Source: an optimization exercise on an open RTL-to-GDS flow (aim: small area, a short achievable clock period and few clock cycles). Production flows keep margins and buffers that such runs may drop. At most, simulation tests tie the RTL to the original design; equivalence was not proved. Only the layout flow was run in run 3; the RTL was not checked for function there. Power is estimated from default activity; no workload was simulated.

### flow/config.mk
export PLATFORM = sky130hd
export DESIGN_NAME = naas_dma
export DESIGN_NICKNAME = naas_dma
export VERILOG_FILES = /design/flow/design.v
export SDC_FILE = /design/flow/constraint.sdc
export NUM_CORES = 4
export LEC_CHECK = 0
export CAP_MARGIN = 20
export CORE_MARGIN = 2
export CORE_UTILIZATION = 40
export CTS_CLUSTER_DIAMETER = 90
export CTS_CLUSTER_SIZE = 30
export SETUP_SLACK_MARGIN = 3.3
export SLEW_MARGIN = 20
export SYNTH_MEMORY_MAX_BITS = 8192
### flow/constraint.sdc
create_clock -name core_clock -period 5.5 [get_ports {clk}]
set_input_delay 1.1000 -clock core_clock [delete_from_list [all_inputs] [get_ports {clk}]]
set_output_delay 1.1000 -clock core_clock [all_outputs]
set_load 0.01 [all_outputs]
### flow/design.v
package naas_dma_pkg;
    localparam int DATA_W           = 64;            
    localparam int STRB_W           = DATA_W / 8;
    localparam int ADDR_W           = 6;
    localparam int BUF_DEPTH        = 2 ** ADDR_W;
    localparam int PTR_W            = ADDR_W + 1;    
    localparam int MAX_BURST_QWORDS = 16;
    localparam int QCNT_W           = 5;             
    localparam int MAX_FRAME_QWORDS = 32;
    typedef logic [ADDR_W-1:0] addr_t;
    typedef logic [PTR_W-1:0]  ptr_t;
    typedef logic [QCNT_W-1:0] qcnt_t;
    typedef struct packed {
        logic [47:0] reserved;
        logic [15:0] byte_count;
    } rx_desc_t;
    typedef union packed {
        logic [DATA_W-1:0] data;
        rx_desc_t          desc;
    } buf_entry_u;
endpackage
`timescale 1ns/1ns
module naas_dma (
    input  logic                            clk,
    input  logic                            arst_n,
    input  logic [naas_dma_pkg::DATA_W-1:0] s_axis_tdata,
    input  logic [naas_dma_pkg::STRB_W-1:0] s_axis_tstrb,
    input  logic                            s_axis_tvalid,
    input  logic                            s_axis_tlast,
    output logic                            s_axis_tready,
    output logic [naas_dma_pkg::DATA_W-1:0] host_tdata,
    output logic                            host_tvalid,
    output logic                            host_tlast,
    input  logic                            host_tready
);
    localparam int N  = 32;                  
    localparam int S  = 8;                   
    localparam int D  = 4;                   
    localparam int PW = 5;                   
    localparam int CW = 6;                   
    localparam int DW = 3;                   
    function automatic logic [PW-1:0] step(input logic [PW-1:0] p);
        step = (p == PW'(N - 1)) ? '0 : p + 1'b1;
    endfunction
    function automatic logic at_tap(input logic [PW-1:0] p);
        at_tap = 1'b0;
        for (int q = 1; q < N; q += S)
            if (p == PW'(q - 1))
                at_tap = 1'b1;
    endfunction
    function automatic logic [2:0] pop4(input logic [3:0] v);
        case (v)
            4'h0:                                     pop4 = 3'd0;
            4'h1, 4'h2, 4'h4, 4'h8:                   pop4 = 3'd1;
            4'h3, 4'h5, 4'h6, 4'h9, 4'ha, 4'hc:       pop4 = 3'd2;
            4'h7, 4'hb, 4'hd, 4'he:                   pop4 = 3'd3;
            default:                                  pop4 = 3'd4;
        endcase
    endfunction
    function automatic logic [3:0] pop8(input logic [7:0] v);
        logic [2:0] a, b;
        a = pop4(v[3:0]);
        b = pop4(v[7:4]);
        pop8 = '0;
        for (int i = 0; i <= 4; i++)
            for (int j = 0; j <= 4; j++)
                if (a == 3'(i) && b == 3'(j))
                    pop8 = 4'(i + j);
    endfunction
    logic [63:0]   ring [0:N-1];
    logic [PW-1:0] tpos;                 
    logic [N-1:0]  rsel;                 
    logic [CW-1:0] cnt;                  
    logic          c0, c1, cn1, cn;      
    logic          tready_q;
    logic [4:0]    ibeats;               
    logic [4:0]    d_bm1 [0:D-1];        
    logic [3:0]    d_pc  [0:D-1];        
    logic [DW-1:0] dcnt;
    logic          dz, d1, dd1, dd;      
    logic [63:0]   ho;                   
    logic          phase;                
    logic [4:0]    rem;                  
    logic          rz, r1;               
    logic [3:0]    bcnt;                 
    logic          b14, b15;             
    logic          hv;
    logic          hl;
    assign s_axis_tready = tready_q;
    assign host_tvalid   = hv;
    assign host_tlast    = hl;
    assign host_tdata    = ho;
    logic          wr, push, pop_h, dpop, opop, adv, rp;
    logic          up, dn, dup, ddn;
    logic          phase_n, rz_n, r1_n;
    logic          c0_n, c1_n, cn1_n, cn_n;
    logic          dz_n, d1_n, dd1_n, dd_n;
    logic          b14_n, b15_n;
    logic [4:0]    rem_n;
    logic [4:0]    head_bm1;
    logic [3:0]    head_pc, new_pc;
    logic [8:0]    head_bytes;
    logic [63:0]   rdata;
    assign wr     = s_axis_tvalid && tready_q;
    assign push   = wr && s_axis_tlast;
    assign pop_h  = hv && host_tready;
    assign dpop   = pop_h && !phase;
    assign opop   = pop_h && phase;
    assign adv    = !hv || host_tready;             
    assign new_pc     = pop8(s_axis_tstrb);
    assign head_bm1   = dz ? ibeats : d_bm1[0];
    assign head_pc    = dz ? new_pc : d_pc[0];
    assign head_bytes = {6'(head_bm1) + 6'(head_pc[3]), head_pc[2:0]};
    always_comb begin
        rdata = '0;
        for (int i = 0; i < N; i++)
            rdata = rdata | (ring[i] & {64{rsel[i]}});
    end
    always_comb begin
        phase_n = phase;
        rem_n   = rem;
        rz_n    = rz;
        r1_n    = r1;
        if (dpop) begin
            phase_n = 1'b1;
            rem_n   = d_bm1[0];
            rz_n    = (d_bm1[0] == 5'd0);
            r1_n    = (d_bm1[0] == 5'd1);
        end else if (opop) begin
            if (rz) begin
                phase_n = 1'b0;
            end else begin
                rem_n = rem - 1'b1;
                rz_n  = r1;
                r1_n  = (rem == 5'd2);
            end
        end
    end
    assign rp  = adv && phase_n;                    
    assign up  = wr && !rp;
    assign dn  = rp && !wr;
    assign dup = push && !dpop;
    assign ddn = dpop && !push;
    assign c0_n  = up ? 1'b0 : dn ? c1 : c0;
    assign c1_n  = up ? c0 : dn ? (cnt == CW'(2)) : c1;
    assign cn1_n = up ? (cnt == CW'(N - 2)) : dn ? cn : cn1;
    assign cn_n  = up ? cn1 : dn ? 1'b0 : cn;
    assign dz_n  = dup ? 1'b0 : ddn ? d1 : dz;
    assign d1_n  = dup ? dz : ddn ? (dcnt == DW'(2)) : d1;
    assign dd1_n = dup ? (dcnt == DW'(D - 2)) : ddn ? dd : dd1;
    assign dd_n  = dup ? dd1 : ddn ? 1'b0 : dd;
    assign b14_n = pop_h ? (!hl && bcnt == 4'd13) : b14;
    assign b15_n = pop_h ? (!hl && b14) : b15;
    always_ff @(posedge clk) begin
        for (int i = 0; i < N; i++) begin
            if (i % S == 1 && tready_q && tpos == PW'(i - 1))
                ring[i] <= s_axis_tdata;
            else
                ring[i] <= ring[(i + N - 1) % N];
        end
        if (c0)
            rsel <= wr ? N'(2) : N'(1);
        else if (!rp)
            rsel <= {rsel[N-2:0], rsel[N-1]};
        if (adv)
            ho <= phase_n ? rdata : {55'd0, head_bytes};
        for (int i = 0; i < D; i++) begin
            if (push && DW'(i) == dcnt - DW'(dpop)) begin
                d_bm1[i] <= ibeats;
                d_pc[i]  <= new_pc;
            end else if (dpop && i < D - 1) begin
                d_bm1[i] <= d_bm1[(i + 1) % D];
                d_pc[i]  <= d_pc[(i + 1) % D];
            end
        end
        rem      <= rem_n;
        rz       <= rz_n;
        r1       <= r1_n;
        tready_q <= !cn_n && !dd_n && (c0_n || wr || at_tap(step(tpos)));
        if (adv)
            hl <= b15_n || (phase_n && rz_n && dz_n);
    end
    always_ff @(posedge clk or negedge arst_n) begin
        if (!arst_n) begin
            tpos   <= '0;
            cnt    <= '0;
            c0     <= 1'b1;
            c1     <= 1'b0;
            cn1    <= 1'b0;
            cn     <= 1'b0;
            ibeats <= '0;
            dcnt   <= '0;
            dz     <= 1'b1;
            d1     <= 1'b0;
            dd1    <= 1'b0;
            dd     <= 1'b0;
            phase  <= 1'b0;
            bcnt   <= '0;
            b14    <= 1'b0;
            b15    <= 1'b0;
            hv     <= 1'b0;
        end else begin
            if (c0_n)
                tpos <= '0;
            else if (!wr)
                tpos <= step(tpos);
            if (up)
                cnt <= cnt + 1'b1;
            else if (dn)
                cnt <= cnt - 1'b1;
            c0     <= c0_n;
            c1     <= c1_n;
            cn1    <= cn1_n;
            cn     <= cn_n;
            if (wr)
                ibeats <= s_axis_tlast ? 5'd0 : ibeats + 1'b1;
            if (dup)
                dcnt <= dcnt + 1'b1;
            else if (ddn)
                dcnt <= dcnt - 1'b1;
            dz     <= dz_n;
            d1     <= d1_n;
            dd1    <= dd1_n;
            dd     <= dd_n;
            phase  <= phase_n;
            if (pop_h)
                bcnt <= hl ? 4'd0 : bcnt + 1'b1;
            b14    <= b14_n;
            b15    <= b15_n;
            hv     <= phase_n || !dz_n;
        end
    end
endmodule
### flow/run.sh
#!/bin/bash
# synth_recipe.tcl (not shown) runs the flow's synth.tcl, then flattens the netlist and writes it again
# the make line also repeats each setting of config.mk as NAME=value (left out here)
make -C /OpenROAD-flow-scripts/flow DESIGN_CONFIG=/design/flow/config.mk WORK_HOME=/design/flow/orfs CLKGATE_MAP_FILE= SYNTH_SCRIPT=/design/flow/synth_recipe.tcl finish
==> impl_results.md, run 1 <==
- Area added between synthesis and finish: 16.9%
- Post-synthesis instance total: 4,484
- Wire per inst: 31.7 µm
- Max VDD drop: 0.496 mV
- Top delay family on crit path: flip-flops
- Skew final: 62.4 ps
- Final instance count without filler cells: 6,830
- Overall Global Routing Usage: 0.254
- Synth Warn #: 4
- Switching fraction of total power: 0.373
- Worst path slowest cell: edfxtp_1
- Reg2reg end: cnt[5]
- Largest net degree at the start of global routing: 49
- Crit path max fanout: 1
- Placement Setup Slack: 988 ps
- Site Rows: 145
- Cells after DPL: 6,484
- PwrDens: 716 nW/µm²
- Setup CP Type: reg -> out
- Reg clk slew, reported paths: 120 ps
- Status: finished clean
- First-pass GRT wire length: 293,000 µm
- CP startpoint kind: register
- Final Hold Fails: 0
- TritonCTS clock tree: yes
- Final HPWL DP: 102,000 µm
- Setup TNS: 0 ps
- Mux contribution to synthesized area: 0.0531
- Async set or reset register ratio after synthesis: 0.0157
- Sw Pwr: 19.6 mW
- Hold buffer count at CTS: 0
- Post-Syn Nets: 4,589
- Core ar.: 156,000 µm²
- Hold path endpoint: ring[13][7]
- Layout cells sized above 1: 0.196
- Mapped Area: 62,700 µm²
- Pint: 32.9 mW
- DIE AREA: 160,000 µm²
- Vias/cell: 5.99
- Synth Area per Inst: 14.0 µm²
- First DRT Iteration DRCs: 5,071
- Crit. End Element: primary output
- Seq/Total Area, Yosys: 0.735
- Final setup fails: 0
- Multi-input gate area: 16,800 µm²
- Post-synth top area cell: dfxtp_1
- Complex-gate fraction of the synthesized area: 0.142
- FF-to-FF setup slack: 3000 ps
- Initial antenna violation count: 17
- Final period util: 0.479
- Filler instances: 13,600
- Most common cell after layout, fill and taps aside: dfxtp_1
- Chip width: 400 µm
- Flip-flop and latch area: 46,100 µm²
- Root Buffer: clkbuf_16
- Vias: 40,900
- Unrepaired setup endpoints after global routing: yes
- Peak Freq: 380 MHz
- Fin area: 73,300 µm²
- CTS Buf Count: 85
- Synth top area cells: dfxtp_1 (65%), edfxtp_1 (6.7%), a22oi_1 (6.4%)
- Port Buf Inserts: 143
- Hold Crit Class: reg -> reg
- Slew HR: 0.428
- Placed Area: 66,800 µm²
- Post-route ant nets: 0
- Die height: 400 µm
- Post-synthesis xor/xnor area fraction: 0.00315
- Ys flop type: dfxtp_1
- EDFF count, synth: 139
- Worst Path Required: 4400 ps
- Worst skew pair latency: 760 ps
- Most frequent cells in the layout: dfxtp_1 (2,049), a22oi_1 (533), mux2_2 (274)
- I/O pin cnt: 144
- CP peak stage delay: 560 ps
- Largest family of logic cells by synthesized area: compound AO/OA/AOI/OAI gates
- Launch point of the worst reg-to-reg path: hv
- Overflow after GRT: 0
- Simple logic cell fraction of the synthesized area: 0.0423
- Cell-by-cell trace of the critical path: buf_2
- Drt drc: 0
- Initial Util: 0.402
- Combinational group share of total power: 0.331
- Min setup slack post-route: 2870 ps
- Maxcap violations: 0
- Hold Path Stages: 0
- DRT Wirelength: 217,000 µm
- Yosys cell types: 70
- FF-to-FF path depth: 16
- Max-slew violation count: 0
- Pleak: 27.8 nW
- Nets@finish: 4,823
- Vias in the first global route: 39,800
- CP Buf/Inv Count: 1
- Post-Synth Adder-Cell Area: 0.00582
- Seq cells post-synth: 2,224
- Clock Power Share: 0.152
- Hold wc startpoint: ring[12][7]
- GPL Wtd Cong: 0.821
- Min cycle time layout: 2630 ps
- H-Tree Depth: 3
- Worst-margin pin slew: 858 ps
- Share of Yosys cell area claimed by the top area cell type: 0.654
- DR pass1 iterations: 5
- Sequential power share: 0.516
- Clock sink total: 2,224
- Pwr Total: 52.5 mW
- Maximum clock path buffer count: 3
- CP arrival: 1530 ps
-- final cells by class --
type	count	area share
diodes	8	0.000273
clock inverters	10	0.00222
multi-input cells	1960	0.229
well taps	2058	0.0351
repair buffers	418	0.0707
flip-flops and latches	2224	0.628
inverters	29	0.00225
clock buffers	123	0.0315
-- per-stage QoR --
stage               hold slack [ps]  utilization
detailed placement              335        0.428
global route                    310        0.470
floorplan                       331            -
CTS                             299        0.459
finish                          308        0.470
global placement                331        0.428
-- registers in the layout, summed over array words and instances (netlist names), 3 cells and up --
name,count
dcnt,3
cnt,6
rsel,32
d_bm1,20
bcnt,4
d_pc,16
tpos,5
ring,2048
ho,64
rem,5
ibeats,5
-- how the worst max path moves through the flow --
stage | from | endpoint | slack (ps) | depth (start not counted)
finish | ho[23] | host_tdata[23] | 2870 | 1
global route | ho[23] | host_tdata[23] | 2840 | 1
CTS | ho[23] | host_tdata[23] | 2840 | 1
detailed placement | host_tready | d_pc[2][2] | 990 | 10
global placement | host_tready | d_bm1[2][0] | 1060 | 10
floorplan | host_tready | cnt[5] | 1590 | 14
-- routing by layer --
layer	routed length [µm]	up-vias	track usage
met5	132	-	0
met3	20000	431	0.0502
met2	98300	2250	0.406
met4	7960	20	0.0804
li1	-	17300	-
met1	90400	20900	0.347
-- power by group through the flow --
| stage | Clock [mW] | Combinational, mW | Sequential, mW |
|---|---|---|---|
| 5_1_grt | 8.59 | 17.9 | 27.6 |
| 3_3_place_gp | 0 | 13.2 | 27.2 |
| 3_5_place_dp | 0 | 13.3 | 27.3 |
| 2_1_floorplan | 0 | 7.57 | 25.7 |
| 6_report | 7.99 | 17.4 | 27.1 |
| 4_1_cts | 8.03 | 15.6 | 26.9 |
-- Yosys cell counts (all sizes together) (5+ instances only) --
master	instances
dfrtp	33
edfxtp	139
nor3	75
ha	26
clkbuf	181
buf	97
a221oi	244
nor2b	33
nand2	48
a31oi	5
a22oi	536
a22o	245
a21oi	28
mux2	291
inv	29
dfxtp	2050
xnor2	13
o21ai	33
xor2	7
nor4	7
nand4	198
mux2i	5
nand2b	6
nor2	85
nand3	9
-- kinds of logic (layout without fill, tap and decap cells) --
family                     count (synthesis)  count (layout)
buffers and inverters                    307             580
muxes                                    296             296
adders and majority gates                 28              28
AOI/OAI and AO/OA                       1122            1122
xor gates and xnor gates                  20              20
and+or+nand+nor                          487             494
DFF                                     2224            2224
other                                      0               8
-- what timing repair did --
action	in CTS	in global routing
setup endpoints to repair	548	359
buffers inserted	93	64
endpoints found under the hold margin	0	0
pin swaps	71	67
resized for setup	554	176
cloned	30	18
Testbench counts, summed over its fixed seeds: cycles 7,846.
==> run 2, diff against run 1 <==
--- a/flow/config.mk
+++ b/flow/config.mk
@@ -8,8 +8,8 @@
 export CAP_MARGIN = 20
 export CORE_MARGIN = 2
 export CORE_UTILIZATION = 40
-export CTS_CLUSTER_DIAMETER = 90
-export CTS_CLUSTER_SIZE = 30
-export SETUP_SLACK_MARGIN = 3.3
+export CTS_CLUSTER_DIAMETER = 120
+export CTS_CLUSTER_SIZE = 25
+export SETUP_SLACK_MARGIN = 3.0
 export SLEW_MARGIN = 20
 export SYNTH_MEMORY_MAX_BITS = 8192
==> run 2 against run 1 <==
Still clean. Sequential share of layout area increased by 2.9 points. Design area decreased by 4.3%. First-iteration DRC count decreased by 19%. Clock skew decreased by 17 ps. Critical path depth unchanged. Sequential cell count unchanged. Maximum frequency increased by 0.70%. Hold slack improved by 19 ps. Critical path type unchanged. Largest cell class unchanged. Highest routed layer unchanged.
==> impl_results.md, run 2 <==
- Status: finished clean
- Cell-by-cell trace of the critical path: buf_2
- Launch point of the worst reg-to-reg path: hv
- Synth Warn #: 4 (unchanged)
- DR pass1 iterations: 6 (+1)
- Biggest regs: ring (2048), ho (64), rsel (32)
- Initial antenna violation count: 17 (unchanged)
- EDFF count, synth: 139 (unchanged)
- Mapped Area: 62,700 µm² (unchanged)
- Area added between synthesis and finish: 11.8%
- Most frequent cell after synthesis: dfxtp_1
- Worst Path Required: 4400 ps (about the same)
- Crit. End Element: primary output
- Hold wc startpoint: ring[12][29]
- Die height: 400 µm (unchanged)
- Worst path slowest cell: edfxtp_1
- Seq/Total Area, Yosys: 0.735 (unchanged)
- Largest net degree at the start of global routing: 66 (+35%)
- Vias: 39,100 (-4.3%)
- Synth top area cells: dfxtp_1 (65%), edfxtp_1 (6.7%), a22oi_1 (6.4%)
- Synth Area per Inst: 14.0 µm² (unchanged)
- CP peak stage delay: 540 ps (-20 ps)
- CP arrival: 1520 ps (about the same)
- Setup TNS: 0 ps (unchanged)
- Maximum clock path buffer count: 3 (unchanged)
- Core ar.: 156,000 µm² (unchanged)
- FF-to-FF setup slack: 2970 ps (-30 ps)
- Layout cells sized above 1: 0.153 (-0.0429)
- Root Buffer: clkbuf_16
- Peak Freq: 382 MHz (+0.70%)
- FF-to-FF path depth: 11 (-5)
- Final setup fails: 0 (unchanged)
- Setup CP Type: reg -> out
- Post-synth top cells: dfxtp_1 (2,050), a22oi_1 (536), mux2_2 (290)
- Skew final: 45.2 ps (-17.2 ps)
- Min cycle time layout: 2620 ps (-18.4 ps)
- Crit path max fanout: 2 (+1)
- Final period util: 0.476 (-0.00335)
- GPL Wtd Cong: 0.821 (about the same)
- Share of Yosys cell area claimed by the top area cell type: 0.654 (unchanged)
- Post-synth top area cell: dfxtp_1
- Largest reg by FF count: ring
- Post-route ant nets: 0 (unchanged)
- Reg clk slew, reported paths: 100 ps (-20 ps)
- Final Hold Fails: 0 (unchanged)
- Hold path endpoint: ring[13][29]
- Clock sink total: 2,224 (unchanged)
- CP Buf/Inv Count: 1 (unchanged)
- First-pass GRT wire length: 277,000 µm (-5.5%)
- Worst skew pair latency: 770 ps (about the same)
- Nets@finish: 4,698 (-2.6%)
- Unrepaired setup endpoints after global routing: yes
- Overflow after GRT: 0 (unchanged)
- Seq cells post-synth: 2,224 (unchanged)
- Post-synthesis instance total: 4,484 (unchanged)
- Async set or reset register ratio after synthesis: 0.0157 (unchanged)
- Ys flop type: dfxtp_1
- Pleak: 26.4 nW (-4.9%)
- Reg2reg end: d_bm1[2][3]
- Max-slew violation count: 0 (unchanged)
- Post-Syn Nets: 4,589 (unchanged)
- Max VDD drop: 0.663 mV (+34%)
- Vias/cell: 5.83 (-2.6%)
- Site Rows: 145 (unchanged)
- Most common cell after layout, fill and taps aside: dfxtp_1
- Port Buf Inserts: 143 (unchanged)
- First DRT Iteration DRCs: 4,097 (-19%)
- Yosys cell types: 70 (unchanged)
- CP startpoint kind: register
- Wire per inst: 29.0 µm (-8.6%)
- PwrDens: 704 nW/µm² (-1.7%)
- Vias in the first global route: 38,800 (-2.4%)
- Maxcap violations: 0 (unchanged)
- H-Tree Depth: 3 (unchanged)
- Chip width: 400 µm (unchanged)
- Most frequent cells in the layout: dfxtp_1 (2,049), a22oi_1 (536), mux2_2 (280)
- Hold Path Stages: 0 (unchanged)
- DIE AREA: 160,000 µm² (unchanged)
- Overall Global Routing Usage: 0.237 (-0.0177)
- Final Core Density: 0.450 (-0.0204)
- CTS Buf Count: 100 (+18%)
- I/O pin cnt: 144 (unchanged)
- Final HPWL DP: 107,000 µm (+4.4%)
- Slew HR: 0.381 (-0.0470)
- Hold buffer count at CTS: 0 (unchanged)
- Worst-margin pin slew: 928 ps (+70.5 ps)
- Tightest hold margin: 327 ps (+19.3 ps)
- Hold Crit Class: reg -> reg
- Drt drc: 0 (unchanged)
- Number of flip-flops under the largest register name: 2,048 (unchanged)
- Top delay family on crit path: flip-flops
- DRT Wirelength: 195,000 µm (-10%)
- Initial Util: 0.402 (unchanged)
- TritonCTS clock tree: yes
==> run 2: cell type report <==
| class | count | area (µm²) |
|---|---|---|
| Antenna cell | 8 | 20.0 |
| Clock buffer | 142 | 2700 |
| Clock inverter | 8 | 180 |
| Fill cell | 14000 | 85900 |
| Inverter | 29 | 160 |
| Multi-Input combinational cell | 1955 | 16000 |
| Sequential cell | 2224 | 46100 |
| Tap cell | 2058 | 2570 |
| Timing Repair Buffer | 283 | 2380 |
==> run 2: cell families (layout without fill, tap and decap cells) <==
group | after synthesis | count (layout) | synth area share
multiplexers | 296 | 296 | 0.0531
AO/OA/AOI/OAI | 1122 | 1122 | 0.142
other | 0 | 8 | 0
AND/OR/NAND/NOR | 487 | 489 | 0.0423
XOR/XNOR | 20 | 20 | 0.00315
flip-flops | 2224 | 2224 | 0.735
adder cells (fa/ha/maj) | 28 | 28 | 0.00582
buffers and inverters | 307 | 462 | 0.0188
==> run 2: what timing repair did <==
action | 4_1_cts | 5_1_grt
gates resized for setup | 349 | 63
gates cloned | 1 | 2
buffers inserted | 25 | 16
endpoints found under the setup margin | 364 | 201
pin swaps | 17 | 23
==> run 2: worst max path at each step <==
stage,slack (ps),from,end,depth (start not counted)
floorplan,1590,host_tready,cnt[5],14
finish,2880,ho[33],host_tdata[33],1
CTS,2870,ho[33],host_tdata[33],1
detailed placement,970,host_tready,d_pc[2][1],10
global route,2870,ho[33],host_tdata[33],1
global placement,1050,host_tready,d_pc[2][3],10
==> run 2: per-stage QoR <==
step           area [µm²]  setup slack (ps)  power [mW]  instances
3_5_place_dp        66800               973        40.6       6505
3_3_place_gp        66800              1050        40.5       6505
4_1_cts             69800              2870        49.0       6681
6_report            70200              2880        49.4       6707
2_1_floorplan       63100              1590        33.3       4484
5_1_grt             70100              2870        51.3       6699
==> run 2: where the power goes <==
group          switching (mW)  internal, mW
clock                    5.03          3.49
sequential               3.83          23.2
combinational            9.01          4.84
total                    17.9          31.5
==> run 2: layer usage <==
metal  wire, µm  vias to the layer above  global-route usage
met5         84                        -                   0
met4       5170                       14              0.0557
met3      15100                      337              0.0406
met2      88100                     1757               0.376
met1      86100                    20000               0.336
li1           -                    17000                   -
==> run 3, diff against run 2 <==
--- a/flow/design.v
+++ b/flow/design.v
@@ -33,12 +33,18 @@
     output logic                            host_tlast,
     input  logic                            host_tready
 );
-    localparam int N  = 32;                  
-    localparam int S  = 8;                   
+    localparam int N  = 31;                  
+    localparam int S  = 6;                   
     localparam int D  = 4;                   
     localparam int PW = 5;                   
     localparam int CW = 6;                   
     localparam int DW = 3;                   
+    function automatic logic [N-1:0] rmask();
+        rmask = '0;
+        for (int i = 1; i < N; i += 2)
+            rmask[i] = 1'b1;
+    endfunction
+    localparam logic [N-1:0] RMASK = rmask();
     function automatic logic [PW-1:0] step(input logic [PW-1:0] p);
         step = (p == PW'(N - 1)) ? '0 : p + 1'b1;
     endfunction
@@ -70,6 +76,7 @@
     logic [63:0]   ring [0:N-1];
     logic [PW-1:0] tpos;                 
     logic [N-1:0]  rsel;                 
+    logic          hrd;                  
     logic [CW-1:0] cnt;                  
     logic          c0, c1, cn1, cn;      
     logic          tready_q;
@@ -79,6 +86,8 @@
     logic [DW-1:0] dcnt;
     logic          dz, d1, dd1, dd;      
     logic [63:0]   ho;                   
+    logic [63:0]   hp;                   
+    logic          hpv;
     logic          phase;                
     logic [4:0]    rem;                  
     logic          rz, r1;               
@@ -90,7 +99,7 @@
     assign host_tvalid   = hv;
     assign host_tlast    = hl;
     assign host_tdata    = ho;
-    logic          wr, push, pop_h, dpop, opop, adv, rp;
+    logic          wr, push, pop_h, dpop, opop, adv, rp, rok, need;
     logic          up, dn, dup, ddn;
     logic          phase_n, rz_n, r1_n;
     logic          c0_n, c1_n, cn1_n, cn_n;
@@ -113,8 +122,8 @@
     assign head_bytes = {6'(head_bm1) + 6'(head_pc[3]), head_pc[2:0]};
     always_comb begin
         rdata = '0;
-        for (int i = 0; i < N; i++)
-            rdata = rdata | (ring[i] & {64{rsel[i]}});
+        for (int i = 1; i < N; i += 2)
+            rdata = rdata | (ring[i] & {64{rsel[i]}});    
     end
     always_comb begin
         phase_n = phase;
@@ -136,7 +145,9 @@
             end
         end
     end
-    assign rp  = adv && phase_n;                    
+    assign need = adv && phase_n;                   
+    assign rok  = hrd && !c0;                       
+    assign rp   = rok && (need || !hpv);            
     assign up  = wr && !rp;
     assign dn  = rp && !wr;
     assign dup = push && !dpop;
@@ -162,8 +173,14 @@
             rsel <= wr ? N'(2) : N'(1);
         else if (!rp)
             rsel <= {rsel[N-2:0], rsel[N-1]};
+        if (c0)
+            hrd <= wr && RMASK[1];
+        else if (!rp)
+            hrd <= |(rsel & {RMASK[0], RMASK[N-1:1]});
         if (adv)
-            ho <= phase_n ? rdata : {55'd0, head_bytes};
+            ho <= !phase_n ? {55'd0, head_bytes} : hpv ? hp : rdata;
+        if (rok && (need == hpv))
+            hp <= rdata;
         for (int i = 0; i < D; i++) begin
             if (push && DW'(i) == dcnt - DW'(dpop)) begin
                 d_bm1[i] <= ibeats;
@@ -199,6 +216,7 @@
             b14    <= 1'b0;
             b15    <= 1'b0;
             hv     <= 1'b0;
+            hpv    <= 1'b0;
         end else begin
             if (c0_n)
                 tpos <= '0;
@@ -227,7 +245,9 @@
                 bcnt <= hl ? 4'd0 : bcnt + 1'b1;
             b14    <= b14_n;
             b15    <= b15_n;
-            hv     <= phase_n || !dz_n;
+            if (adv)
+                hv <= phase_n ? (hpv || rok) : !dz_n;
+            hpv    <= need ? (hpv && rok) : (hpv || rok);
         end
     end
 endmodule
==> run 3 against run 2 <==
Sequential cell count rose by 1. Via count is 22% lower. Hold slack got worse by 15 ps. Die area is 5.2% lower. Area after synthesis decreased by 5.3%. Design area fell by 4.7%. Maximum frequency is 1.8% lower. Count of clock-buffer cells in the layout increased by 10. Total power shrank 18%. First-iteration DRC count fell by 40%. Critical endpoint is now cnt[5].
==> impl_results.md, run 3 <==
- Port Buf Inserts: 143 (unchanged)
- Drt drc: 0 (unchanged)
- Status: finished clean
- Setup TNS: 0 ps (unchanged)
- DR pass1 iterations: 7 (+1)
- Hold buffer count at CTS: 0 (unchanged)
- TritonCTS clock tree: yes
- Share of Yosys cell area claimed by the top area cell type: 0.669 (+0.0147)
- Core ar.: 148,000 µm² (-5.4%)
- Sequential power share: 0.575 (+0.028)
- Synth Area per Inst: 15.5 µm² (+11%)
- Clock Power Share: 0.205 (+0.032)
- Switching fraction of total power: 0.307 (-0.0546)
- CP peak stage delay: 190 ps (-350 ps)
- Most frequent cells in the layout: dfxtp_1 (1,985), mux2_2 (335), a22oi_1 (256)
- Vias in the first global route: 30,300 (-22%)
- Clock sink total: 2,225 (+0.045%)
- Start point of the critical path: host_tready
- Crit path max fanout: 7 (+5)
- Launch point of the worst reg-to-reg path: hv
- Vias/cell: 5.09 (-13%)
- Cell-by-cell trace of the critical path: buf_6 > and2_4 > nand3_4 > o21ai_4 > inv_8 > nand2_4 > ha_4 > nand2b_4 > ha_4 > inv_8 > ha_4 > a21o_1 > a21oi_2 > o21bai_1 > a21oi_2 > xnor2_1 > nor2_1 > xor2_1
- Pleak: 26.0 nW (-1.8%)
- Sw Pwr: 12.5 mW (-30%)
- Maxcap violations: 0 (unchanged)
- EDFF count, synth: 203 (+46%)
- Overflow after GRT: 0 (unchanged)
- Most common cell after layout, fill and taps aside: dfxtp_1
- I/O pin cnt: 144 (unchanged)
- CP Buf/Inv Count: 3 (+2)
- H-Tree Depth: 3 (unchanged)
- Seq cells post-synth: 2,225 (+0.045%)
- Post-synth top cells: dfxtp_1 (1,986), mux2_2 (353), a22oi_1 (257)
- Skew final: 35.7 ps (-9.44 ps)
- Worst-margin pin slew: 892 ps (-36.0 ps)
- Final HPWL DP: 74,600 µm (-30%)
- GPL Wtd Cong: 0.734 (-11%)
- Synth Warn #: 4 (unchanged)
- Worst Path Required: 6140 ps (+1740 ps)
- Biggest regs: ring (1984), ho (64), hp (64)
- Ys flop type: dfxtp_1
- Post-Syn Nets: 3,938 (-14%)
- Final setup fails: 0 (unchanged)
- CTS Buf Count: 99 (-1.0%)
- CP startpoint kind: primary input
- Pint: 28.1 mW (-11%)
- Slew HR: 0.405 (+0.0240)
- DIE AREA: 152,000 µm² (-5.2%)
- Synth top area cells: dfxtp_1 (67%), edfxtp_1 (10%), mux2_2 (6.7%)
- Post-route ant nets: 0 (unchanged)
- Nets@finish: 4,108 (-13%)
- Largest net degree at the start of global routing: 60 (-9.1%)
- Mapped Area: 59,400 µm² (-5.3%)
- Initial Util: 0.403 (+0.000457)
- Vias: 30,500 (-22%)
- Most frequent CP cell: ha_4
- Hold Crit Class: reg -> reg
- Reg clk slew, reported paths: 100 ps (about the same)
- First-pass GRT wire length: 206,000 µm (-26%)
- Combinational group share of total power: 0.221 (-0.059)
- Seq/Total Area, Yosys: 0.787 (+0.0519)
- Chip width: 389 µm (-2.6%)
- Unrepaired setup endpoints after global routing: yes
- Root Buffer: clkbuf_16
- Pwr Total: 40.6 mW (-18%)
- CP arrival: 3300 ps (+1780 ps)
- Worst skew pair latency: 740 ps (-30 ps)
- Site Rows: 141 (-2.8%)
- Worst path slowest cell: ha_4
- Most frequent cell after synthesis: dfxtp_1
- Setup CP Type: in -> reg
- Hold wc startpoint: ring[28][53]
- Number of flip-flops under the largest register name: 1,984 (-3.1%)
- Max VDD drop: 0.442 mV (-33%)
- Yosys cell types: 79 (+13%)
- Maximum clock path buffer count: 3 (unchanged)
- First DRT Iteration DRCs: 2,465 (-40%)
- Final Hold Fails: 0 (unchanged)
- Overall Global Routing Usage: 0.183 (-0.0531)
- Async set or reset register ratio after synthesis: 0.0162 (+0.000442)
- PwrDens: 607 nW/µm² (-14%)
- Top delay family on crit path: compound AO/OA/AOI/OAI gates
- Min cycle time layout: 2660 ps (+47.3 ps)
- Largest reg by FF count: ring
- Initial antenna violation count: 14 (-3)
- Peak Freq: 375 MHz (-1.8%)
- Final period util: 0.484 (+0.00861)
- Max-slew violation count: 0 (unchanged)
- Layout cells sized above 1: 0.181 (+0.0281)
- Area added between synthesis and finish: 12.5%
- Die height: 389 µm (-2.6%)
- Wire per inst: 24.0 µm (-17%)
- DRT Wirelength: 144,000 µm (-26%)
- Crit. End Element: register
- Post-synthesis instance total: 3,830 (-15%)
- Post-synth top area cell: dfxtp_1
## run 3: repair_timing
action                                  CTS  global route
endpoints found under the setup margin  554           200
setup buffers                            29            21
pin swaps                                12            20
gates cloned                              5             3
resized for setup                       344            46
## run 3: cells by family after synthesis
logic type / share of synthesized area
DFF: 0.787
AOI/OAI and AO/OA: 0.0840
and+or+nand+nor: 0.0366
muxes: 0.0694
buffers and inverters: 0.0133
adders and majority gates: 0.00695
xor gates and xnor gates: 0.00309
## run 3: layer usage
layer  vias up  track usage  share of wire
li1      14100            -              -
met5         -            0        0.00067
met3       189       0.0286          0.055
met2       736        0.291           0.45
met1     15500        0.261           0.47
met4        14       0.0487          0.020
## run 3: power by group through the flow
stage	Combinational, mW	Sequential (mW)	Clock [mW]
final	8.95	23.3	8.30
after global routing	9.53	23.8	9.04
after CTS	8.79	23.4	8.47
after detailed placement	8.37	23.8	0
after global placement	8.28	23.8	0
after floorplan	4.95	22.9	0
## run 3: through the flow
| stage | hold WS (ps) | cells | instance area [µm²] | utilization | setup slack (ps) |
|---|---|---|---|---|---|
| after global placement | 310 | 5771 | 63500 | 0.430 | 876 |
| after CTS | 305 | 5965 | 66500 | 0.450 | 2770 |
| after global routing | 306 | 5991 | 66900 | 0.453 | 2730 |
| final | 313 | 5992 | 66900 | 0.453 | 2840 |
| after detailed placement | 312 | 5771 | 63500 | 0.430 | 855 |
| after floorplan | 310 | 3830 | 59900 | - | 1930 |
## run 3: layout make-up
cell class / instances / area, µm²
clock inverter: 8 / 87.6
timing repair inverter: 1 / 6.26
multi-input combinational: 1409 / 12600
tap: 1930 / 2410
fill: 12900 / 80800
antenna: 3 / 7.51
clock buffer: 152 / 2720
timing repair buffer: 240 / 2170
sequential: 2225 / 46800
inverter: 24 / 133
## run 3: path summary, 6_finish.rpt
check	to	slack [ps]	depth (start not counted)
worst max register to register	cnt[5]	2880	17
max in group asynchronous	hpv	4450	1
worst max-delay path	cnt[5]	2840	18
worst min-delay path	ring[29][53]	310	0
min in group asynchronous	bcnt[0]	440	1
worst min register to register	ring[29][53]	310	0
==> run 4, diff against run 3 <==
--- a/flow/design.v
+++ b/flow/design.v
@@ -33,8 +33,8 @@
     output logic                            host_tlast,
     input  logic                            host_tready
 );
-    localparam int N  = 31;                  
-    localparam int S  = 6;                   
+    localparam int N  = 32;                  
+    localparam int S  = 8;                   
     localparam int D  = 4;                   
     localparam int PW = 5;                   
     localparam int CW = 6;                   
==> run 4 against run 3 <==
Design area grew 1.5%. Die area grew 1.4%. Maximum frequency shrank 0.46%. Routed wire length shrank 2.2%. First-iteration DRC count shrank 8.3%. Global-route usage shrank 0.54 points. Critical path type unchanged. Area after synthesis grew 1.4%. Utilization is essentially flat. Still clean on timing, DRC and antenna. Clock skew grew 4.8 ps. Setup slack lost 12 ps. Largest power group unchanged. Critical path depth shrank 2.
==> impl_results.md, run 4 <==
- Status: finished clean
- Worst path slowest cell: mux2i_1
- Synth top area cells: dfxtp_1 (68%), edfxtp_1 (10%), mux2_2 (5.3%)
- Crit path max fanout: 6 (-1)
- Max VDD drop: 0.471 mV (+6.6%)
- CTS Buf Count: 101 (+2.0%)
- Die height: 392 µm (+0.69%)
- Reg clk slew, reported paths: 100 ps (about the same)
- Final setup fails: 0 (unchanged)
- CP arrival: 3330 ps (+30 ps)
- Async set or reset register ratio after synthesis: 0.0157 (-0.000459)
- Largest reg by FF count: ring
- Yosys cell types: 61 (-23%)
- Number of flip-flops under the largest register name: 2,048 (+3.2%)
- Cell-by-cell trace of the critical path: buf_2 > nand2_8 > mux2i_4 > inv_2 > nand2_4 > ha_4 > nand2b_4 > ha_4 > inv_8 > ha_4 > a21o_1 > a21oi_2 > o21bai_1 > a21oi_1 > mux2i_1 > xnor2_1
- GPL Wtd Cong: 0.757 (+3.0%)
- Top delay family on crit path: compound AO/OA/AOI/OAI gates
- Wire per inst: 22.8 µm (-4.8%)
- Max-slew violation count: 0 (unchanged)
- Simple logic cell fraction of the synthesized area: 0.0385 (+0.00195)
- Worst-margin pin slew: 881 ps (-10.8 ps)
- Layout cells sized above 1: 0.165 (-0.0163)
- Biggest regs: ring (2048), ho (64), hp (64)
- Placement Setup Slack: 1330 ps (+473 ps)
- Overall Global Routing Usage: 0.178 (-0.00540)
- Setup CP Type: in -> reg
- First DRT Iteration DRCs: 2,261 (-8.3%)
- Complex-gate fraction of the synthesized area: 0.0862 (+0.00225)
- Mapped Area: 60,300 µm² (+1.4%)
- Most frequent cell after synthesis: dfxtp_1
- Share of Yosys cell area claimed by the top area cell type: 0.681 (+0.0121)
- Clock sink total: 2,290 (+2.9%)
- Port Buf Inserts: 143 (unchanged)
- Largest net degree at the start of global routing: 67 (+12%)
- Start point of the critical path: host_tready
- Initial antenna violation count: 12 (-2)
- Worst skew pair latency: 750 ps (about the same)
- Post-route ant nets: 0 (unchanged)
- Vias/cell: 4.97 (-2.3%)
- CP Buf/Inv Count: 3 (unchanged)
- DR pass1 iterations: 6 (-1)
- Largest family of logic cells by synthesized area: compound AO/OA/AOI/OAI gates
- Final Hold Fails: 0 (unchanged)
- Post-synthesis xor/xnor area fraction: 0.00274 (-0.000354)
- EDFF count, synth: 204 (+0.49%)
- I/O pin cnt: 144 (unchanged)
- Slew HR: 0.412 (+0.00720)
- Setup TNS: 0 ps (unchanged)
- Initial Util: 0.402 (about the same)
- Vias: 30,600 (+0.42%)
- DIE AREA: 154,000 µm² (+1.4%)
- Launch point of the worst reg-to-reg path: hv
- Post-Syn Nets: 4,014 (+1.9%)
- Hold wc startpoint: ring[10][55]
- Skew final: 40.6 ps (+4.83 ps)
- Area added between synthesis and finish: 12.7%
- Site Rows: 142 (+0.71%)
- Mux contribution to synthesized area: 0.0543 (-0.0151)
- Maximum clock path buffer count: 3 (unchanged)
- Worst Path Required: 6150 ps (about the same)
- Ys flop type: dfxtp_1
- Unrepaired setup endpoints after global routing: yes
- Root Buffer: clkbuf_16
- Chip width: 392 µm (+0.69%)
- Crit. End Element: register
- Final period util: 0.487 (+0.00223)
- Final HPWL DP: 76,000 µm (+1.9%)
- Tightest hold margin: 306 ps (-6.93 ps)
- First-pass GRT wire length: 203,000 µm (-1.4%)
- Post-synth top cells: dfxtp_1 (2,050), mux2_2 (281), a22o_1 (254)
- Nets@finish: 4,195 (+2.1%)
- Synth Warn #: 4 (unchanged)
- Core ar.: 150,000 µm² (+1.4%)
- Post-synth top area cell: dfxtp_1
- Post-Synth Adder-Cell Area: 0.00664 (-0.000303)
- Hold Crit Class: reg -> reg
- Most frequent CP cell: ha_4
- Seq/Total Area, Yosys: 0.798 (+0.0109)
- TritonCTS clock tree: yes
- Synth Area per Inst: 15.4 µm² (-0.60%)
- CP peak stage delay: 240 ps (+50 ps)
- Pleak: 26.3 nW (+1.4%)
- Maxcap violations: 0 (unchanged)
- H-Tree Depth: 3 (unchanged)
- Min setup slack post-route: 2820 ps (-12.3 ps)
- CP startpoint kind: primary input
- Most common cell after layout, fill and taps aside: dfxtp_1
- Peak Freq: 374 MHz (-0.46%)
- PwrDens: 656 nW/µm² (+8.1%)
- Overflow after GRT: 0 (unchanged)
- Drt drc: 0 (unchanged)
- Most frequent cells in the layout: dfxtp_1 (2,049), mux2_2 (265), a22o_1 (254)
- Post-synthesis instance total: 3,907 (+2.0%)
- Seq cells post-synth: 2,290 (+2.9%)
- DRT Wirelength: 140,000 µm (-2.2%)
- Min cycle time layout: 2680 ps (+12.3 ps)
- Vias in the first global route: 30,500 (+0.73%)
-- run 4: cell count changes in the layout (fill, tap and decap cells not counted), moves of 64 or more --
cell / before / now
a221oi_1: 64 / 252
a222oi_1: 64 / 0
a22o_1: 66 / 254
a22oi_1: 256 / 8
dfxtp_1: 1985 / 2049
mux2_2: 335 / 265
nor2_1: 20 / 86
-- run 4: logic make-up after synthesis --
logic type,count (synthesis)
xor+xnor,18
compound gates,627
flops,2290
buf+inv,211
fa+ha+maj,31
simple gates,438
mux,292
-- run 4: repair_timing --
| action | in CTS | in global routing |
|---|---|---|
| cloned | 4 | 3 |
| resized for setup | 324 | 54 |
| buffers inserted | 36 | 21 |
| setup endpoints to repair | 422 | 174 |
| hold buffers | 0 | 0 |
| pin swaps | 18 | 22 |
-- run 4: worst paths after layout --
path,slack (ps),endpoint,cells past startpoint
worst min register to register,310,ring[11][55],0
min in group asynchronous,470,bcnt[0],1
worst min-delay path,310,ring[11][55],0
worst max register to register,2840,cnt[5],16
worst max-delay path,2820,cnt[5],16
max in group asynchronous,4380,hpv,1
-- run 4: layout make-up --
type,count,area [µm²]
multi-input cells,1413,12100
clock buffers,146,2700
repair buffers,250,2120
diodes,3,7.51
fillers,13100,81900
flip-flops and latches,2290,48100
inverters,32,161
well taps,2016,2520
clock inverters,9,165
-- run 4: power breakdown --
part	switching (mW)	total (mW)	internal (mW)	leakage [nW]
Clock	4.98	8.45	3.47	1.36
Combinational	6.00	9.61	3.60	5.66
Sequential	2.70	26.5	23.8	19.3
-- run 4: per-layer routing --
layer  track usage  share of wire  up-vias  wire length [µm]
li1              -              -    14300                 -
met1         0.255           0.48    15500             67400
met2         0.285           0.46      627             64400
met3        0.0247          0.041      176              5780
met4        0.0408          0.020       10              2740
met5             0        0.00051        -                72
-- run 4: stage by stage --
stage	cells	utilization	area, µm²	total power [mW]
after global placement	5936	0.431	64500	36.1
after global routing	6158	0.453	67900	46.7
after detailed placement	5937	0.431	64500	36.3
after CTS	6132	0.451	67600	44.8
final	6159	0.453	67900	44.6
after floorplan	3907	-	60900	31.3
Testbench counts of run 4, summed over its fixed seeds: cycles 7,795.
==> run 5, diff against run 4 <==
--- a/flow/design.v
+++ b/flow/design.v
@@ -38,7 +38,6 @@
     localparam int D  = 4;                   
     localparam int PW = 5;                   
     localparam int CW = 6;                   
-    localparam int DW = 3;                   
     function automatic logic [N-1:0] rmask();
         rmask = '0;
         for (int i = 1; i < N; i += 2)
@@ -78,13 +77,13 @@
     logic [N-1:0]  rsel;                 
     logic          hrd;                  
     logic [CW-1:0] cnt;                  
+    logic [CW-1:0] cnt_up, cnt_dn;       
     logic          c0, c1, cn1, cn;      
     logic          tready_q;
     logic [4:0]    ibeats;               
     logic [4:0]    d_bm1 [0:D-1];        
     logic [3:0]    d_pc  [0:D-1];        
-    logic [DW-1:0] dcnt;
-    logic          dz, d1, dd1, dd;      
+    logic [D:0]    dcnt;                 
     logic [63:0]   ho;                   
     logic [63:0]   hp;                   
     logic          hpv;
@@ -103,7 +102,8 @@
     logic          up, dn, dup, ddn;
     logic          phase_n, rz_n, r1_n;
     logic          c0_n, c1_n, cn1_n, cn_n;
-    logic          dz_n, d1_n, dd1_n, dd_n;
+    logic          dz, dd, dz_n, dd_n;
+    logic [D:0]    dcnt_n;
     logic          b14_n, b15_n;
     logic [4:0]    rem_n;
     logic [4:0]    head_bm1;
@@ -153,13 +153,14 @@
     assign dup = push && !dpop;
     assign ddn = dpop && !push;
     assign c0_n  = up ? 1'b0 : dn ? c1 : c0;
-    assign c1_n  = up ? c0 : dn ? (cnt == CW'(2)) : c1;
-    assign cn1_n = up ? (cnt == CW'(N - 2)) : dn ? cn : cn1;
+    assign c1_n  = up ? c0 : dn ? (cnt_dn == CW'(1)) : c1;
+    assign cn1_n = up ? (cnt_up == CW'(N - 1)) : dn ? cn : cn1;
     assign cn_n  = up ? cn1 : dn ? 1'b0 : cn;
-    assign dz_n  = dup ? 1'b0 : ddn ? d1 : dz;
-    assign d1_n  = dup ? dz : ddn ? (dcnt == DW'(2)) : d1;
-    assign dd1_n = dup ? (dcnt == DW'(D - 2)) : ddn ? dd : dd1;
-    assign dd_n  = dup ? dd1 : ddn ? 1'b0 : dd;
+    assign dcnt_n = dup ? {dcnt[D-1:0], 1'b0} : ddn ? {1'b0, dcnt[D:1]} : dcnt;
+    assign dz     = dcnt[0];
+    assign dd     = dcnt[D];
+    assign dz_n   = dcnt_n[0];
+    assign dd_n   = dcnt_n[D];
     assign b14_n = pop_h ? (!hl && bcnt == 4'd13) : b14;
     assign b15_n = pop_h ? (!hl && b14) : b15;
     always_ff @(posedge clk) begin
@@ -182,7 +183,7 @@
         if (rok && (need == hpv))
             hp <= rdata;
         for (int i = 0; i < D; i++) begin
-            if (push && DW'(i) == dcnt - DW'(dpop)) begin
+            if (push && (dpop ? dcnt[i + 1] : dcnt[i])) begin
                 d_bm1[i] <= ibeats;
                 d_pc[i]  <= new_pc;
             end else if (dpop && i < D - 1) begin
@@ -201,16 +202,14 @@
         if (!arst_n) begin
             tpos   <= '0;
             cnt    <= '0;
+            cnt_up <= CW'(1);
+            cnt_dn <= '1;
             c0     <= 1'b1;
             c1     <= 1'b0;
             cn1    <= 1'b0;
             cn     <= 1'b0;
             ibeats <= '0;
-            dcnt   <= '0;
-            dz     <= 1'b1;
-            d1     <= 1'b0;
-            dd1    <= 1'b0;
-            dd     <= 1'b0;
+            dcnt   <= (D + 1)'(1);
             phase  <= 1'b0;
             bcnt   <= '0;
             b14    <= 1'b0;
@@ -222,24 +221,22 @@
                 tpos <= '0;
             else if (!wr)
                 tpos <= step(tpos);
-            if (up)
-                cnt <= cnt + 1'b1;
-            else if (dn)
-                cnt <= cnt - 1'b1;
+            if (up) begin
+                cnt    <= cnt_up;
+                cnt_up <= cnt_up + 1'b1;
+                cnt_dn <= cnt;
+            end else if (dn) begin
+                cnt    <= cnt_dn;
+                cnt_up <= cnt;
+                cnt_dn <= cnt_dn - 1'b1;
+            end
             c0     <= c0_n;
             c1     <= c1_n;
             cn1    <= cn1_n;
             cn     <= cn_n;
             if (wr)
                 ibeats <= s_axis_tlast ? 5'd0 : ibeats + 1'b1;
-            if (dup)
-                dcnt <= dcnt + 1'b1;
-            else if (ddn)
-                dcnt <= dcnt - 1'b1;
-            dz     <= dz_n;
-            d1     <= d1_n;
-            dd1    <= dd1_n;
-            dd     <= dd_n;
+            dcnt   <= dcnt_n;
             phase  <= phase_n;
             if (pop_h)
                 bcnt <= hl ? 4'd0 : bcnt + 1'b1;
--- a/flow/config.mk
+++ b/flow/config.mk
@@ -10,6 +10,6 @@
 export CORE_UTILIZATION = 40
 export CTS_CLUSTER_DIAMETER = 120
 export CTS_CLUSTER_SIZE = 25
-export SETUP_SLACK_MARGIN = 3.0
+export SETUP_SLACK_MARGIN = 2.85
 export SLEW_MARGIN = 20
 export SYNTH_MEMORY_MAX_BITS = 8192
==> run 5 against run 4 <==
Critical path depth decreased by 2. Global-route usage about the same. Cell count increased by 0.55%. Die area increased by 0.95%. Area after synthesis increased by 0.96%. Total power decreased by 1.6%.
==> impl_results.md, run 5 <==
- Max-slew violation count: 0 (unchanged)
- Die height: 394 µm (+0.48%)
- Layout cells sized above 1: 0.137 (-0.0278)
- Yosys cell types: 69 (+13%)
- Post-synthesis instance total: 3,969 (+1.6%)
- Post-synth top area cell: dfxtp_1
- Vias: 31,000 (+1.1%)
- Synth Area per Inst: 15.3 µm² (-0.62%)
- Start point of the critical path: host_tready
- Crit path max fanout: 8 (+2)
- Post-Syn Nets: 4,071 (+1.4%)
- Status: finished clean
- Filler instances: 13,400 (+2.1%)
- Most frequent cell after synthesis: dfxtp_1
- Biggest regs: ring (2048), ho (64), hp (64)
- Tightest hold margin: 302 ps (-3.79 ps)
- Share of Yosys cell area claimed by the top area cell type: 0.674 (-0.00648)
- Setup CP Type: in -> reg
- Largest net degree at the start of global routing: 73 (+9.0%)
- Min cycle time layout: 2610 ps (-62.6 ps)
- Vias in the first global route: 30,800 (+1.1%)
- H-Tree Depth: 3 (unchanged)
- Hold wc startpoint: ring[22][37]
- Worst skew pair latency: 760 ps (about the same)
- Hold Path Stages: 0 (unchanged)
- PwrDens: 645 nW/µm² (-1.8%)
- Initial antenna violation count: 22 (+10)
- Drt drc: 0 (unchanged)
- Crit. End Element: register
- Core ar.: 152,000 µm² (+1.2%)
- Synth top area cells: dfxtp_1 (67%), edfxtp_1 (10%), mux2_2 (5.3%)
- Final HPWL DP: 76,100 µm (about the same)
- Seq cells post-synth: 2,300 (+0.44%)
- Post-synth top cells: dfxtp_1 (2,050), mux2_2 (288), a221oi_1 (255)
- Maximum clock path buffer count: 3 (unchanged)
- Root Buffer: clkbuf_16
- Most frequent cells in the layout: dfxtp_1 (2,049), mux2_2 (281), a221oi_1 (255)
- Async set or reset register ratio after synthesis: 0.0200 (+0.00428)
- I/O pin cnt: 144 (unchanged)
- CP arrival: 3270 ps (-60 ps)
- Chip width: 394 µm (+0.48%)
- Pleak: 26.1 nW (-0.81%)
- First-pass GRT wire length: 207,000 µm (+1.8%)
- Unrepaired setup endpoints after global routing: no
- Final period util: 0.475 (-0.0114)
- Mapped Area: 60,800 µm² (+0.96%)
- CP startpoint kind: primary input
- CTS Buf Count: 102 (+0.99%)
- Final Core Density: 0.449 (-0.00423)
- Reg clk slew, reported paths: 100 ps (about the same)
- Worst-margin pin slew: 1050 ps (+164 ps)
- Port Buf Inserts: 143 (unchanged)
- Wire per inst: 22.9 µm (+0.35%)
- Setup TNS: 0 ps (unchanged)
- Peak Freq: 383 MHz (+2.4%)
- Pwr Total: 43.9 mW (-1.6%)
- Site Rows: 143 (+0.70%)
- Post-route ant nets: 0 (unchanged)
- Vias/cell: 5.00 (+0.59%)
- Overflow after GRT: 0 (unchanged)
- Max VDD drop: 0.414 mV (-12%)
- Final Hold Fails: 0 (unchanged)
- Maxcap violations: 0 (unchanged)
- Final setup fails: 0 (unchanged)
- Nets@finish: 4,207 (+0.29%)
- GPL Wtd Cong: 0.754 (-0.32%)
- Largest reg by FF count: ring
- First DRT Iteration DRCs: 2,321 (+2.7%)
- Initial Util: 0.401 (-0.000878)
- Overall Global Routing Usage: 0.178 (+0.000186)
- Hold Crit Class: reg -> reg
- Synth Warn #: 4 (unchanged)
- TritonCTS clock tree: yes
- Clock sink total: 2,300 (+0.44%)
- Ys flop type: dfxtp_1
- Launch point of the worst reg-to-reg path: rsel[13]
- Area added between synthesis and finish: 11.9%
- Worst Path Required: 6160 ps (about the same)
- Number of flip-flops under the largest register name: 2,048 (unchanged)
- DIE AREA: 155,000 µm² (+0.95%)
- FF-to-FF path depth: 6 (-10)
- DRT Wirelength: 142,000 µm (+0.91%)
- DR pass1 iterations: 5 (-1)
- EDFF count, synth: 204 (unchanged)
- Skew final: 46.3 ps (+5.79 ps)
- Slew HR: 0.303 (-0.110)
- Most common cell after layout, fill and taps aside: dfxtp_1
- Seq/Total Area, Yosys: 0.794 (-0.00334)
run 5: cell types whose count changed after synthesis, sizes merged, moves of 6 or more:
cell,before,now
o21ai,32,50
a22oi,8,15
dfstp,2,9
mux2,281,288
nand2,61,68
xnor2,12,6
run 5: area by class of cell:
class / count / area, µm² / share of cell area
clock inverters: 7 / 169 / 0.00248
repair buffers: 214 / 2070 / 0.0304
flip-flops and latches: 2300 / 48300 / 0.710
inverters: 29 / 129 / 0.00189
diodes: 1 / 2.50 / 0.0000368
multi-input cells: 1458 / 12000 / 0.177
well taps: 2030 / 2540 / 0.0373
clock buffers: 154 / 2770 / 0.0407
run 5: path summary, 6_finish.rpt:
path,to,slack [ps]
min in group asynchronous,b15,380
min reg2reg,ring[23][37],300
max,cnt_dn[4],2890
max reg2reg,ho[16],2900
min,ring[23][37],300
max in group asynchronous,hpv,4660
run 5: worst max-delay path, stage by stage:
cell	delay, ps
clkbuf_4	210
and2_4	210
nand3_1	120
o21ai_4	120
clkinvlp_4	150
nand2_4	90
ha_4	190
nand2b_4	150
inv_2	50
ha_4	330
inv_2	60
a31oi_1	130
a311oi_1	60
a221o_1	270
run 5: stage by stage:
step | cells | worst slack [ps] | cell area (µm²)
floorplan | 3969 | 2360 | 61200
global placement | 5998 | 1140 | 64700
detailed placement | 5999 | 1100 | 64800
CTS | 6189 | 2830 | 68000
global route | 6192 | 2850 | 68100
finish | 6193 | 2890 | 68100
run 5: kinds of logic (layout without fill, tap and decap cells):
logic type	after synthesis	in the layout	share of synthesized area
flip-flops	2300	2300	0.794
AO/OA/AOI/OAI	659	659	0.0893
AND/OR/NAND/NOR	455	458	0.0389
multiplexers	303	303	0.0558
buffers and inverters	214	404	0.0141
adder cells (fa/ha/maj)	26	26	0.00531
XOR/XNOR	12	12	0.00234
other	0	1	0
run 5: power by group:
group	internal, mW	total [mW]	switching, mW	leakage [nW]
sequential	23.5	26.1	2.63	19.4
clock	3.55	8.58	5.03	1.40
combinational	3.45	9.18	5.73	5.27
run 5: what timing repair did:
| action | CTS | global route |
|---|---|---|
| hold buffers | 0 | 0 |
| setup endpoints to repair | 378 | 70 |
| pin swaps | 3 | 2 |
| resized for setup | 151 | 40 |
| setup buffers | 26 | 3 |
| gates cloned | 3 | 0 |
run 5: routing by layer:
layer,wire (µm),part of all wire,vias up,track usage
met5,131,0.00092,-,0
li1,-,-,14400,-
met2,63000,0.44,738,0.277
met3,7880,0.056,199,0.0328
met4,2740,0.019,20,0.0377
met1,67900,0.48,15600,0.259
Testbench counts of run 5, summed over its fixed seeds: cycles 7,795.
==> run 6, diff against run 5 <==
--- a/flow/config.mk
+++ b/flow/config.mk
@@ -10,6 +10,6 @@
 export CORE_UTILIZATION = 40
 export CTS_CLUSTER_DIAMETER = 120
 export CTS_CLUSTER_SIZE = 25
-export SETUP_SLACK_MARGIN = 2.85
+export SETUP_SLACK_MARGIN = 3.0
 export SLEW_MARGIN = 20
 export SYNTH_MEMORY_MAX_BITS = 8192
==> run 6 against run 5 <==
Still clean on timing, DRC and antenna. Setup slack improved by 50 ps. First-iteration DRC count is 10% higher. Global-route usage is 0.087 points higher. Maximum frequency rose by 2.0%. Clock skew shrank 9.9 ps. Sequential share of layout area is essentially flat. Cell count is 0.24% higher. Largest power group unchanged.
==> impl_results.md, run 6 <==
- Drt drc: 0 (unchanged)
- Wire per inst: 23.1 µm (+1.2%)
- Ys flop type: dfxtp_1
- Area added between synthesis and finish: 11.8% (about the same)
- Worst path slowest cell: edfxtp_1
- Vias: 31,300 (+1.1%)
- Post-synthesis xor/xnor area fraction: 0.00234 (unchanged)
- Pleak: 26.2 nW (+0.25%)
- Setup CP Type: reg -> out
- Flip-flop and latch area: 48,300 µm² (unchanged)
- Async set or reset register ratio after synthesis: 0.0200 (unchanged)
- Maximum clock path buffer count: 3 (unchanged)
- Final Core Density: 0.449 (about the same)
- Port Buf Inserts: 143 (unchanged)
- Final Hold Fails: 0 (unchanged)
- Setup TNS: 0 ps (unchanged)
- CTS Buf Count: 101 (-0.98%)
- Worst skew pair latency: 750 ps (about the same)
- Final setup fails: 0 (unchanged)
- Post-Synth Adder-Cell Area: 0.00531 (unchanged)
- Hold buffer count at CTS: 0 (unchanged)
- Yosys cell types: 69 (unchanged)
- Slew HR: 0.368 (+0.0651)
- Largest net degree at the start of global routing: 77 (+5.5%)
- Mapped Area: 60,800 µm² (unchanged)
- Mux contribution to synthesized area: 0.0558 (unchanged)
- Maxcap violations: 0 (unchanged)
- Multi-input gate area: 12,200 µm² (+1.3%)
- Final period util: 0.466 (-0.00917)
- Post-synth top cells: dfxtp_1 (2,050), mux2_2 (288), a221oi_1 (255)
- Die height: 394 µm (unchanged)
- Complex-gate fraction of the synthesized area: 0.0893 (unchanged)
- Crit path max fanout: 1 (-7)
- Share of Yosys cell area claimed by the top area cell type: 0.674 (unchanged)
- Initial Util: 0.401 (unchanged)
- Min cycle time layout: 2560 ps (-50.5 ps)
- Initial antenna violation count: 17 (-23%)
- Max VDD drop: 0.428 mV (+3.3%)
- Post-synth top area cell: dfxtp_1
- Simple logic cell fraction of the synthesized area: 0.0389 (unchanged)
- Post-Syn Nets: 4,071 (unchanged)
- Overflow after GRT: 0 (unchanged)
- I/O pin cnt: 144 (unchanged)
- Post-synthesis instance total: 3,969 (unchanged)
- CP peak stage delay: 530 ps (+200 ps)
- Vias in the first global route: 30,900 (+0.18%)
- Hold Crit Class: reg -> reg
- CP Buf/Inv Count: 1 (-3)
- Clock Power Share: 0.193 (-0.002)
- Status: finished clean
- Final HPWL DP: 77,600 µm (+2.0%)
- Synth Warn #: 4 (unchanged)
- Top delay family on crit path: flip-flops
- H-Tree Depth: 3 (unchanged)
- Cell-by-cell trace of the critical path: buf_2
- Switching fraction of total power: 0.307 (+0.00190)
- CP startpoint kind: register
- Clock sink total: 2,300 (unchanged)
- GPL Wtd Cong: 0.751 (-0.42%)
- DR pass1 iterations: 5 (unchanged)
- Synth top area cells: dfxtp_1 (67%), edfxtp_1 (10%), mux2_2 (5.3%)
- Sw Pwr: 13.5 mW (+0.72%)
- Overall Global Routing Usage: 0.179 (+0.000866)
- Core ar.: 152,000 µm² (unchanged)
- Vias/cell: 5.04 (+0.90%)
- Reg clk slew, reported paths: 100 ps (about the same)
- Pint: 30.4 mW (-0.18%)
- TritonCTS clock tree: yes
- Crit. End Element: primary output
- Largest family of logic cells by synthesized area: compound AO/OA/AOI/OAI gates
- Most frequent cells in the layout: dfxtp_1 (2,049), mux2_2 (271), a221oi_1 (255)
- Largest reg by FF count: ring
- Seq cells post-synth: 2,300 (unchanged)
- Combinational group share of total power: 0.212 (+0.003)
- Chip width: 394 µm (unchanged)
- Synth Area per Inst: 15.3 µm² (unchanged)
- Root Buffer: clkbuf_16
- Biggest regs: ring (2048), ho (64), hp (64)
- Nets@finish: 4,224 (+0.40%)
- Filler instances: 13,500 (+0.49%)
- EDFF count, synth: 204 (unchanged)
- Skew final: 36.5 ps (-9.88 ps)
- CP arrival: 1460 ps (-1810 ps)
- Site Rows: 143 (unchanged)
- Number of flip-flops under the largest register name: 2,048 (unchanged)
- DRT Wirelength: 144,000 µm (+1.4%)
- First-pass GRT wire length: 208,000 µm (+0.76%)
- Sequential power share: 0.596 (about the same)
- Worst Path Required: 4400 ps (-1760 ps)
- DIE AREA: 155,000 µm² (unchanged)
- Most frequent cell after synthesis: dfxtp_1
- Peak Freq: 390 MHz (+2.0%)
- Max-slew violation count: 0 (unchanged)
- Unrepaired setup endpoints after global routing: yes
- Most common cell after layout, fill and taps aside: dfxtp_1
- First DRT Iteration DRCs: 2,556 (+10%)
- Worst-margin pin slew: 948 ps (-97.6 ps)
- Layout cells sized above 1: 0.155 (+0.0182)
- Post-route ant nets: 0 (unchanged)
- PwrDens: 646 nW/µm² (+0.15%)
- Seq/Total Area, Yosys: 0.794 (unchanged)
==> run 6: cell counts after synthesis <==
Identical to the previous run, type by type.
==> run 6: what timing repair did <==
item                                    4_1_cts  5_1_grt
gates resized for setup                     319       29
pin swaps                                     3        6
setup buffers                                24       15
cloned                                        4        2
endpoints found under the setup margin      460      205
==> run 6: stage by stage <==
| stage | instance area, µm² | worst slack [ps] | cells | hold WS (ps) | power [mW] |
|---|---|---|---|---|---|
| floorplan | 61300 | 2360 | 3969 | 310 | 30.7 |
| global placement | 64900 | 1110 | 6003 | 310 | 35.4 |
| detailed placement | 64900 | 1060 | 6004 | 312 | 35.5 |
| CTS | 67800 | 2870 | 6189 | 298 | 44.0 |
| global route | 68000 | 2870 | 6207 | 314 | 46.0 |
| finish | 68000 | 2940 | 6208 | 303 | 43.9 |
==> run 6: final timing paths <==
path	startpoint	endpoint	slack (ps)	cells after the start
setup / recovery	ho[12]	host_tdata[12]	2940	1
hold / removal	ring[4][37]	ring[5][37]	300	0
setup reg to reg	rsel[31]	ho[44]	3090	6
hold reg to reg	ring[4][37]	ring[5][37]	300	0
max in group asynchronous	arst_n	hpv	4670	1
min in group asynchronous	arst_n	b15	370	1
==> run 6: area by class of cell <==
| class | count | area share |
|---|---|---|
| Sequential cell | 2300 | 0.711 |
| Tap cell | 2030 | 0.0373 |
| Clock inverter | 5 | 0.00156 |
| Inverter | 29 | 0.00193 |
| Clock buffer | 152 | 0.0400 |
| Timing Repair Buffer | 231 | 0.0292 |
| Multi-Input combinational cell | 1459 | 0.179 |
| Antenna cell | 2 | 0.0000736 |
==> run 6: cell families after synthesis <==
logic type,count (synthesis)
buffers and inverters,214
AND/OR/NAND/NOR,455
multiplexers,303
AO/OA/AOI/OAI,659
flip-flops,2300
XOR/XNOR,12
adder cells (fa/ha/maj),26
==> run 6: power groups by stage <==
stage               Sequential (mW)  Combinational, mW  Clock, mW
global placement               26.5               8.87          0
detailed placement             26.5               8.99          0
finish                         26.2               9.29       8.47
floorplan                      25.4               5.35          0
CTS                            26.2               9.21       8.63
global route                   26.8               9.96       9.26
==> run 6: routing by layer <==
layer	track usage	vias to the layer above	wire length, µm
li1	-	14500	-
met1	0.261	15900	69300
met2	0.277	695	63600
met3	0.0328	207	7580
met4	0.0385	18	3080
met5	0	-	112

==> what the ideal ports hide <==
No port has a modelled driver above. Below, the same layouts with a new extraction and two added sets of constraints. Step 1 sets driving cells, clkbuf_16 on the clock port and buf_2 on the other inputs (assumed; they add their load-dependent delay and slew). Step 2 adds t to the input delays and takes it off the output delays; t is the mean of the earliest and latest rising clock arrival at the registers after step 1. Input paths then give back, and output paths get back, about the clock's delay inside the block. Three values: no drivers, after step 1, after step 2; two values: the first two.
run	shift t [ns]	setup slack, ns	latest minus earliest clock arrival (ns)
run 1	0.816	2.865 / 2.781 / 2.104	0.065 / 0.065
run 2	0.827	2.884 / 2.806 / 2.150	0.050 / 0.049
run 3	0.798	2.836 / 2.846 / 2.048	0.039 / 0.039
run 4	0.806	2.824 / 2.773 / 2.055	0.046 / 0.046
run 5	0.806	2.887 / 2.827 / 2.123	0.055 / 0.055
run 6	0.799	2.937 / 2.867 / 2.276	0.045 / 0.046
After both steps every run listed still meets setup and hold. For run 3, which loses most, drivers alone change the setup slack by +0.010 ns; drivers and shift together by -0.788 ns.
